Context: an optimization exercise on an open-source flow, tuned for small area. The choices shown serve that exercise and are no tape-out recipe.
In this exercise RTL edits were held to simulation tests only and were not proved equivalent to the original.
Power is estimated from default activity; no workload was simulated.

==> flow/design.v (excerpt) <==
module reg_file #(
  parameter int DATA_WIDTH = 64,
  parameter int ADDR_WIDTH = 5,
  parameter int ZERO_REG   = 31
) (
  input  logic                  clk,
  input  logic                  rst_n,
  input  logic [ADDR_WIDTH-1:0] read_reg1,
  input  logic [ADDR_WIDTH-1:0] read_reg2,
  input  logic [ADDR_WIDTH-1:0] write_reg,
  input  logic [DATA_WIDTH-1:0] write_data,
  input  logic                  reg_write,
  output logic [DATA_WIDTH-1:0] read_data1,
  output logic [DATA_WIDTH-1:0] read_data2
);
  localparam int NUM_REGS = 32;
  logic [DATA_WIDTH-1:0] regs [NUM_REGS-1];
  logic [NUM_REGS-2:0]   written;
  logic write_live;
  assign write_live = reg_write && rst_n;
  logic [NUM_REGS-2:0] wen;
  logic [NUM_REGS-1:0] sel1, sel2;
  logic                byp1, byp2;
  for (genvar k = 0; k < NUM_REGS - 1; k++) begin : g_dec
    localparam logic [ADDR_WIDTH-1:0] NUM = ADDR_WIDTH'((k < ZERO_REG) ? k : k + 1);
    assign wen[k]  = write_live && (write_reg == NUM);
    assign sel1[k] = rst_n && (read_reg1 == NUM) && written[k] && !byp1;
    assign sel2[k] = rst_n && (read_reg2 == NUM) && written[k] && !byp2;
  end
  ...
Size in the first run: roughly 2000 flip-flops, about 79000 um2 of cells after synthesis.
Settings: LEC_CHECK=0, CAP_MARGIN=20, CORE_MARGIN=2, CORE_UTILIZATION=40, SLEW_MARGIN=20, SYNTH_HIERARCHICAL=1; clock period 10.0 ns.
standard.sh (not shown) runs the stock make flow with config.mk's settings and CLKGATE_MAP_FILE= SYNTH_SCRIPT=/design/flow/synth_recipe.tcl, a recipe that flattens the netlist after the stock synthesis.
==> flow/flow/run.sh <==
#!/bin/bash
# Layout flow: the standard ORFS flow, with smaller port buffers, a clock
# tree with larger sink clusters, and power recovery (downsizing) after
# global routing. Each tool's output goes to a log file in this folder.
cp standard.sh standard.sh.log
export BUFFER_PORTS_ARGS="-buffer_cell sky130_fd_sc_hd__buf_1"
export CTS_ARGS="-sink_clustering_enable -repair_clock_nets -sink_clustering_size 25 -sink_clustering_max_diameter 100 -buf_list sky130_fd_sc_hd__clkbuf_16"
export RECOVER_POWER=100
bash standard.sh > flow_standard.log 2>&1
The baseline finished but failed the layout checks on max-capacitance violations, max-slew violations.
==> next run, changes <==
==> flow/flow/run.sh (replaced) <==
#!/bin/bash
# Layout flow: the standard ORFS flow, with smaller port buffers, a clock
# tree with larger sink clusters and the read selector's gates downsized
# after floorplan. Each tool's output goes to a log file in this folder.
here=$(pwd)
export BUFFER_PORTS_ARGS="-buffer_cell sky130_fd_sc_hd__buf_1"
export CTS_ARGS="-sink_clustering_enable -repair_clock_nets -sink_clustering_size 27 -sink_clustering_max_diameter 100 -buf_list sky130_fd_sc_hd__clkbuf_16 -dont_use_dummy_load"
export POST_FLOORPLAN_TCL=$here/flow/post_floorplan.tcl
bash standard.sh > flow_standard.log 2>&1
==> flow/flow/post_floorplan.tcl (new file) <==
# After floorplan: return the read selector's AND-OR-invert gates that
# synthesis upsized to the smallest drive strength; each drives one gate input.
set n 0
foreach inst [get_cells *] {
  if { [get_property $inst ref_name] == "sky130_fd_sc_hd__a22oi_2" } {
    replace_cell $inst sky130_fd_sc_hd__a22oi_1
    incr n
  }
}
puts "Downsized $n a22oi_2 cells to a22oi_1"
PLACE_DENSITY = 0.75   (was not set)
Outcome: With this change the flow finished clean; maximum frequency grows by 6.6%; die area stays the same; power shrinks by 2.6%; final area shrinks by 0.50%; non-clock buffer count shrinks by 22; worst hold slack gains 0.0034 ns; wire length shrinks by 1.8%; global-route usage shrinks by 0.65 points; worst setup slack gains 0.56 ns; sequential cell count is unchanged.
==> next run, changes <==
--- a/flow/flow/run.sh
+++ b/flow/flow/run.sh
@@ -7 +7 @@
-export CTS_ARGS="-sink_clustering_enable -repair_clock_nets -sink_clustering_size 27 -sink_clustering_max_diameter 100 -buf_list sky130_fd_sc_hd__clkbuf_16 -dont_use_dummy_load"
+export CTS_ARGS="-sink_clustering_enable -repair_clock_nets -sink_clustering_size 25 -sink_clustering_max_diameter 100 -buf_list sky130_fd_sc_hd__clkbuf_16"
PLACE_DENSITY = not set   (was 0.75)
=>
- utilization increases by 0.23 points
- wire length increases by 4.4%
- first-iteration DRC count decreases by 8.8%
- global-route usage increases by 1.4 points
- final area increases by 0.52%
- combinational power hardly moves
==> next run, changes <==
==> flow/run.sh (new file) <==
#!/bin/bash
# synth_recipe.tcl (not shown) runs the flow's synth.tcl, then flattens the netlist and writes it again
# the make line also repeats each setting of config.mk as NAME=value (left out here)
make -C /OpenROAD-flow-scripts/flow DESIGN_CONFIG=/design/flow/config.mk WORK_HOME=/design/flow/orfs CLKGATE_MAP_FILE= SYNTH_SCRIPT=/design/flow/synth_recipe.tcl finish
CORE_UTILIZATION = 60   (was 40)
CTS_BUF_LIST = sky130_fd_sc_hd__clkbuf_8   (was not set)
CTS_CLUSTER_SIZE = 20   (was not set)
removed: flow/flow/run.sh
removed: flow/flow/post_floorplan.tcl
removed: flow/standard.sh
The new run finished with timing, DRC and antenna clean.
Utilization came out higher by 26 points.
Synthesized area does not change.
Die area is lower by 33%.
Global-route usage climbs by 17 points.
Combinational power is higher by about 16%.
Worst setup slack loses 0.45 ns.
Power came out higher by 16%.
Worst hold slack loses 0.012 ns.

---

## oak
Starting RTL as in the previous note.
## reg_file
module reg_file #(
  parameter int DATA_WIDTH = 64,
  parameter int ADDR_WIDTH = 5,
  parameter int ZERO_REG   = 31
) (
  input  logic                  clk,
  input  logic                  rst_n,
  input  logic [ADDR_WIDTH-1:0] read_reg1,
  input  logic [ADDR_WIDTH-1:0] read_reg2,
  input  logic [ADDR_WIDTH-1:0] write_reg,
  input  logic [DATA_WIDTH-1:0] write_data,
  input  logic                  reg_write,
  output logic [DATA_WIDTH-1:0] read_data1,
  output logic [DATA_WIDTH-1:0] read_data2
);
  localparam int NUM_REGS = 32;
  logic [DATA_WIDTH-1:0] regs [NUM_REGS-1];
  logic [NUM_REGS-2:0]   written;
  logic write_live;
  assign write_live = reg_write && rst_n;
  logic [NUM_REGS-2:0] wen;
  logic [NUM_REGS-1:0] sel1, sel2;
  logic                byp1, byp2;
  for (genvar k = 0; k < NUM_REGS - 1; k++) begin : g_dec
    localparam logic [ADDR_WIDTH-1:0] NUM = ADDR_WIDTH'((k < ZERO_REG) ? k : k + 1);
    assign wen[k]  = write_live && (write_reg == NUM);
    assign sel1[k] = rst_n && (read_reg1 == NUM) && written[k] && !byp1;
    assign sel2[k] = rst_n && (read_reg2 == NUM) && written[k] && !byp2;
  end
  assign byp1 = write_live && (write_reg == read_reg1) && (read_reg1 != ADDR_WIDTH'(ZERO_REG));
  assign byp2 = write_live && (write_reg == read_reg2) && (read_reg2 != ADDR_WIDTH'(ZERO_REG));
  assign sel1[NUM_REGS-1] = byp1;
  assign sel2[NUM_REGS-1] = byp2;
  always_ff @(posedge clk or negedge rst_n) begin
    if (!rst_n) begin
      written <= '0;
    end else begin
      written <= written | wen;
    end
  end
  always_ff @(posedge clk) begin
    for (int k = 0; k < NUM_REGS - 1; k++) begin
      if (wen[k]) begin
        regs[k] <= write_data;
      end
    end
  end
  for (genvar b = 0; b < DATA_WIDTH; b++) begin : g_bit
    logic [NUM_REGS-1:0] d;
    for (genvar k = 0; k < NUM_REGS - 1; k++) begin : g_k
      assign d[k] = regs[k][b];
    end
    assign d[NUM_REGS-1] = write_data[b];
    rf_rdbit u_rd1 (.sel(sel1), .d(d), .y(read_data1[b]));
    rf_rdbit u_rd2 (.sel(sel2), .d(d), .y(read_data2[b]));
  end
endmodule
Settings: LEC_CHECK=0, CAP_MARGIN=20, CORE_MARGIN=2, CORE_UTILIZATION=40, PLACE_DENSITY=0.75, SLEW_MARGIN=20, SYNTH_HIERARCHICAL=1; clock period 10.0 ns.
==> flow/flow/run.sh <==
#!/bin/bash
# Layout flow: the standard ORFS flow, with smaller port buffers, a clock
# tree with larger sink clusters and the read selector's gates downsized
# after floorplan. Each tool's output goes to a log file in this folder.
here=$(pwd)
export BUFFER_PORTS_ARGS="-buffer_cell sky130_fd_sc_hd__buf_1"
export CTS_ARGS="-sink_clustering_enable -repair_clock_nets -sink_clustering_size 25 -sink_clustering_max_diameter 100 -buf_list sky130_fd_sc_hd__clkbuf_16"
export POST_FLOORPLAN_TCL=$here/flow/post_floorplan.tcl
bash standard.sh > flow_standard.log 2>&1
==> flow/flow/post_floorplan.tcl <==
# After floorplan: return the read selector's AND-OR-invert gates that
# synthesis upsized to the smallest drive strength; each drives one gate input.
set n 0
foreach inst [get_cells *] {
  if { [get_property $inst ref_name] == "sky130_fd_sc_hd__a22oi_2" } {
    replace_cell $inst sky130_fd_sc_hd__a22oi_1
    incr n
  }
}
puts "Downsized $n a22oi_2 cells to a22oi_1"
#### Input delta (pine over oak)
Settings: CAP_MARGIN changed from 20 to 5; GPL_TIMING_DRIVEN newly set to 0; SLEW_MARGIN changed from 20 to 5.
diff --git a/flow/flow/run.sh b/flow/flow/run.sh
--- a/flow/flow/run.sh
+++ b/flow/flow/run.sh
@@ -7 +7 @@
-export CTS_ARGS="-sink_clustering_enable -repair_clock_nets -sink_clustering_size 25 -sink_clustering_max_diameter 100 -buf_list sky130_fd_sc_hd__clkbuf_16"
+export CTS_ARGS="-sink_clustering_enable -repair_clock_nets -sink_clustering_size 27 -sink_clustering_max_diameter 100 -buf_list sky130_fd_sc_hd__clkbuf_16 -dont_use_dummy_load"
## What came out
- Sum of routed wire segments on met1 is lower on pine
- oak ended up with read_data2[27] as its endpoint of the most critical setup path; pine ended up with read_data2[40].
- pine vs. oak: final weighted congestion in routability-driven placement fell by 6.5%; relative area change from synthesis to final layout rose by 4.6 points.
- Lower routed wire length among pine and oak: oak
- Summary: worst-case headroom to the max-slew limit, pine worse than oak
## Diff of input files: birch against pine
Settings: changing CORE_UTILIZATION from 40 to 60; setting CTS_BUF_LIST to sky130_fd_sc_hd__clkbuf_4 sky130_fd_sc_hd__clkbuf_8 for the first time; changing CAP_MARGIN from 5 to 20; changing SLEW_MARGIN from 5 to 20; removing PLACE_DENSITY (formerly 0.75); removing GPL_TIMING_DRIVEN (formerly 0).
==> flow/run.sh (new file) <==
#!/bin/bash
# synth_recipe.tcl (not shown) runs the flow's synth.tcl, then flattens the netlist and writes it again
# the make line also repeats each setting of config.mk as NAME=value (left out here)
make -C /OpenROAD-flow-scripts/flow DESIGN_CONFIG=/design/flow/config.mk WORK_HOME=/design/flow/orfs CLKGATE_MAP_FILE= SYNTH_SCRIPT=/design/flow/synth_recipe.tcl finish
removed: flow/flow/run.sh
removed: flow/flow/post_floorplan.tcl
removed: flow/standard.sh
## What came out
- Run comparison: birch worst setup path endpoint read_data2[25]; pine worst setup path endpoint read_data2[40]
- In the metrics for pine and birch, the one carrying the lower worst hold slack is birch.
- Diff pine -> birch | design area | up slightly
- Reported for pine and birch, cts-stage hold buffer count turned out identical to the last digit.

---

## build 29
reg_file, a different RTL version from the one above (not shown whole).
Size in the first run: roughly 4200 cells after synthesis, roughly 2000 flip-flops, ~79000 sq um of cells after synthesis.
==> flow/config.mk <==
export PLATFORM = sky130hd
export DESIGN_NAME = reg_file
export DESIGN_NICKNAME = reg_file
export VERILOG_FILES = /design/flow/design.v
export SDC_FILE = /design/flow/constraint.sdc
export NUM_CORES = 8
export LEC_CHECK = 0
export CAP_MARGIN = 20
export CORE_AREA = 4 4 568 278
export DIE_AREA = 0 0 572 282
export SLEW_MARGIN = 20
export SYNTH_HIERARCHICAL = 1
==> flow/constraint.sdc <==
create_clock -name core_clock -period 10.0 [get_ports {clk}]
set_input_delay 2.0000 -clock core_clock [delete_from_list [all_inputs] [get_ports {clk}]]
set_output_delay 2.0000 -clock core_clock [all_outputs]
set_load 0.01 [all_outputs]
==> flow/flow/run.sh <==
#!/bin/bash
# Layout flow: the standard ORFS flow (standard.sh) with these changes:
#  - the register array is pre-placed as a regular grid (grid_place.tcl)
#    before global placement and released before detailed placement
#    (grid_release.tcl);
#  - the read selector's gates that synthesis upsized are downsized after
#    floorplan (post_floorplan.tcl);
#  - port buffers are the smallest buffer;
#  - the clock tree uses larger sink clusters and no dummy loads.
# Each tool's output goes to a log file in this folder.
here=$(pwd)
export BUFFER_PORTS_ARGS="-buffer_cell sky130_fd_sc_hd__buf_1"
export CTS_ARGS="-sink_clustering_enable -repair_clock_nets -sink_clustering_size 27 -sink_clustering_max_diameter 100 -buf_list sky130_fd_sc_hd__clkbuf_16 -dont_use_dummy_load"
export POST_FLOORPLAN_TCL=$here/flow/post_floorplan.tcl
export PRE_GLOBAL_PLACE_SKIP_IO_TCL=$here/flow/grid_place.tcl
export POST_GLOBAL_PLACE_TCL=$here/flow/grid_release.tcl
bash standard.sh > flow_standard.log 2>&1
==> flow/flow/grid_place.tcl <==
# Pre-places the register array as a regular grid before global placement:
# one row per data bit; along the row, groups of three registers' flip-flops
# followed by the two read ports' AND-OR-invert gates that select among them,
# with the gates that combine those outputs next to their inputs. The select
# and write-enable nets then run straight across the rows. The grid cells are
# held (FIRM) while the global placer places everything else around them;
# grid_release.tcl lets detailed placement legalize them later.
set block [ord::get_db_block]
set rows [$block getRows]
set nrows [llength $rows]
set nbits 64
set first_row [expr {($nrows - $nbits) / 2}]

proc plain {name} { return [string map {"\\" ""} $name] }
proc driver {net} {
  foreach it [$net getITerms] {
    if {[$it isOutputSignal]} { return [$it getInst] }
  }
  return ""
}
proc input_drivers {inst} {
  set d {}
  foreach it [$inst getITerms] {
    if {[$it isInputSignal] && [$it getNet] != "NULL"} {
      set x [driver [$it getNet]]
      if {$x != ""} { lappend d $x }
    }
  }
  return $d
}
proc width {inst} { return [[$inst getMaster] getWidth] }

# Flip-flops by register and bit.
array set ff {}
foreach inst [$block getInsts] {
  if {[regexp {^regs\[(\d+)\]\[(\d+)\]} [plain [$inst getName]] -> k b]} {
    set ff($k,$b) $inst
  }
}
# Read-port gates by bit, port and group, found by their output nets, and the
# final OR of each read port bit.
array set aoi {}
array set group {}
array set orgate {}
foreach net [$block getNets] {
  set n [plain [$net getName]]
  if {[regexp {^g_bit\[(\d+)\]\.u_rd(\d)\.g_aoi\[(\d+)\]\.u_aoi\.y$} $n -> b p g]} {
  } elseif {[regexp {^g_bit\[(\d+)\]\.u_rd(\d)\.t\[10\]$} $n -> b p]} {
    set g 10
  } elseif {[regexp {^g_bit\[(\d+)\]\.u_rd(\d)\.u_or\.y$} $n -> b p]} {
    set orgate($b,$p) [driver $net]
    continue
  } else {
    continue
  }
  set aoi($b,$p,$g) [driver $net]
  set group([$aoi($b,$p,$g) getName]) $g
}
puts "grid: [array size ff] flip-flops, [array size aoi] read gates, [array size orgate] output gates"

set placed 0
for {set b 0} {$b < $nbits} {incr b} {
  # Blocks along the row: groups 0-9 hold registers 3g..3g+2, group 10 holds
  # register 30 and the bypass.
  for {set g 0} {$g <= 10} {incr g} {
    set blk($g) {}
    for {set k [expr {3 * $g}]} {$k < [expr {min(3 * $g + 3, 31)}]} {incr k} {
      lappend blk($g) $ff($k,$b)
    }
    lappend blk($g) $aoi($b,1,$g) $aoi($b,2,$g)
  }
  # Each gate that combines AND-OR-invert outputs goes after the middle
  # group it reads; the final OR goes with its middle input.
  foreach p {1 2} {
    set og $orgate($b,$p)
    set at {}
    foreach c [input_drivers $og] {
      set gs {}
      foreach a [input_drivers $c] {
        if {[info exists group([$a getName])]} { lappend gs $group([$a getName]) }
      }
      if {[llength $gs] == 0} { continue }
      set gs [lsort -integer $gs]
      set g [lindex $gs [expr {([llength $gs] - 1) / 2}]]
      lappend blk($g) $c
      lappend at $g
    }
    set at [lsort -integer $at]
    lappend blk([lindex $at [expr {([llength $at] - 1) / 2}]]) $og
  }
  set row [lindex $rows [expr {$first_row + $b}]]
  set rb [$row getBBox]
  set y [$rb yMin]
  set orient [$row getOrient]
  set site [[$row getSite] getWidth]
  set total 0
  for {set g 0} {$g <= 10} {incr g} { foreach c $blk($g) { incr total [width $c] } }
  set avail [expr {[$rb xMax] - [$rb xMin]}]
  set gap [expr {($avail - $total) / 11}]
  set x [expr {[$rb xMin] + $gap / 2}]
  for {set g 0} {$g <= 10} {incr g} {
    foreach c $blk($g) {
      set xs [expr {[$rb xMin] + (($x - [$rb xMin]) / $site) * $site}]
      $c setOrient $orient
      $c setLocation $xs $y
      $c setPlacementStatus FIRM
      incr x [width $c]
      incr placed
    }
    incr x $gap
  }
}
puts "grid: placed $placed cells in rows $first_row..[expr {$first_row + $nbits - 1}]"
Other scripts of this flow, unchanged in this note and not shown: flow/flow/grid_release.tcl, flow/flow/post_floorplan.tcl
Build 29 failed in global routing with GRT-0116.
## Diff of input files: build 14 against build 29
Settings: CORE_AREA now 4 4 636 336, was 4 4 568 278; DIE_AREA now 0 0 640 340, was 0 0 572 282.
--- a/flow/flow/grid_place.tcl
+++ b/flow/flow/grid_place.tcl
@@ -72,6 +72,5 @@
   # Each gate that combines AND-OR-invert outputs goes after the middle
-  # group it reads; the final OR goes with its middle input.
+  # group it reads; the final OR goes at the end of the row.
   foreach p {1 2} {
     set og $orgate($b,$p)
-    set at {}
     foreach c [input_drivers $og] {
@@ -85,6 +84,4 @@
       lappend blk($g) $c
-      lappend at $g
     }
-    set at [lsort -integer $at]
-    lappend blk([lindex $at [expr {([llength $at] - 1) / 2}]]) $og
+    lappend blk(10) $og
   }
[summary]
Status(build 14) = ERROR, stage = global routing. Fraction of the mapped netlist area in simple logic gates came out exactly the same in build 14 and build 29. For number of synthesized flops with an enable pin, build 29 and build 14 come out practically identical. | pre-CTS setup slack | higher: build 29 |. Against build 29, build 14 comes in 861 higher on count of placed standard cells including taps. For vertical extent of the die, dividing the value from build 14 by the value from build 29 gives 1.2. Comparing build 29 with build 14, the number of different library cells in the post-synthesis netlist came out essentially unchanged. Build 29 -> build 14: post-synthesis cell area delta 0, exact match. Delta (build 14 minus build 29): effective utilization at floorplan decreased by 14 points relative to the old numbers; placed instance area increased by about 2.3% relative to the old numbers; estimated wirelength of the detail-placed design increased by 47000 microns relative to the old numbers; xor-xnor portion of the synthesized cell area closely matched the old numbers.
Edits applied to the flow inputs when going from build 14 to build 34:
--- a/flow/flow/grid_place.tcl
+++ b/flow/flow/grid_place.tcl
@@ -72,3 +72,3 @@
   # Each gate that combines AND-OR-invert outputs goes after the middle
-  # group it reads; the final OR goes at the end of the row.
+  # group it reads; the final OR goes in the middle of the row.
   foreach p {1 2} {
@@ -85,3 +85,3 @@
     }
-    lappend blk(10) $og
+    lappend blk(5) $og
   }
@@ -94,5 +94,7 @@
   for {set g 0} {$g <= 10} {incr g} { foreach c $blk($g) { incr total [width $c] } }
-  set avail [expr {[$rb xMax] - [$rb xMin]}]
+  # A margin at each end of the row leaves room for the port buffers.
+  set margin [expr {20 * [$block getDbUnitsPerMicron]}]
+  set avail [expr {[$rb xMax] - [$rb xMin] - 2 * $margin}]
   set gap [expr {($avail - $total) / 11}]
-  set x [expr {[$rb xMin] + $gap / 2}]
+  set x [expr {[$rb xMin] + $margin + $gap / 2}]
   for {set g 0} {$g <= 10} {incr g} {
Notes after the runs:
Build 34 never completed; the flow aborted with a tool error in global routing. Against build 14, cell count after placement in build 34 fell slightly. Comparing build 34 and build 14, HPWL reported at the end of detailed placement is higher on build 14. Build 34 vs build 14 — setup slack at placement rose 430 ps.

## re-timing with driven ports
How much do the figures lean on ideal ports? The routed layouts below were timed once more, with nothing changed but the port constraints.
Step 1 sets driving cells, clkbuf_16 on the clock port and buf_2 on the other inputs (assumed; they add their load-dependent delay and slew).
Step 2 also shifts input and output timing later by t, the mid clock arrival at the registers, as if the neighbouring blocks saw the same clock.
Three values: no drivers, after step 1, after step 2; two values: the first two.
| run | t (ns) | setup slack, ns | slew at the worst register clock pin (ns) |
|---|---|---|---|
| the first run of note 1 | 0.866 | 0.894 / 0.857 / 0.331 | 0.11 / 0.11 |
| the second run of note 1 | 0.819 | 1.457 / 1.435 / 1.435 | 0.11 / 0.11 |
| the third run of note 1 | 0.861 | 1.504 / 1.475 / 1.475 | 0.11 / 0.11 |
| the fourth run of note 1 | 1.101 | 1.059 / 1.036 / 1.036 | 0.07 / 0.07 |
| oak | 0.851 | 1.446 / 1.424 / 1.424 | 0.11 / 0.11 |
| pine | 0.820 | 0.733 / 0.699 / 0.699 | 0.11 / 0.11 |
| birch | 1.091 | 1.095 / 1.072 / 1.072 | 0.07 / 0.07 |
The setup slack of the first run of note 1, which loses most, moves by -0.037 ns with the drivers and by -0.563 ns with both steps.
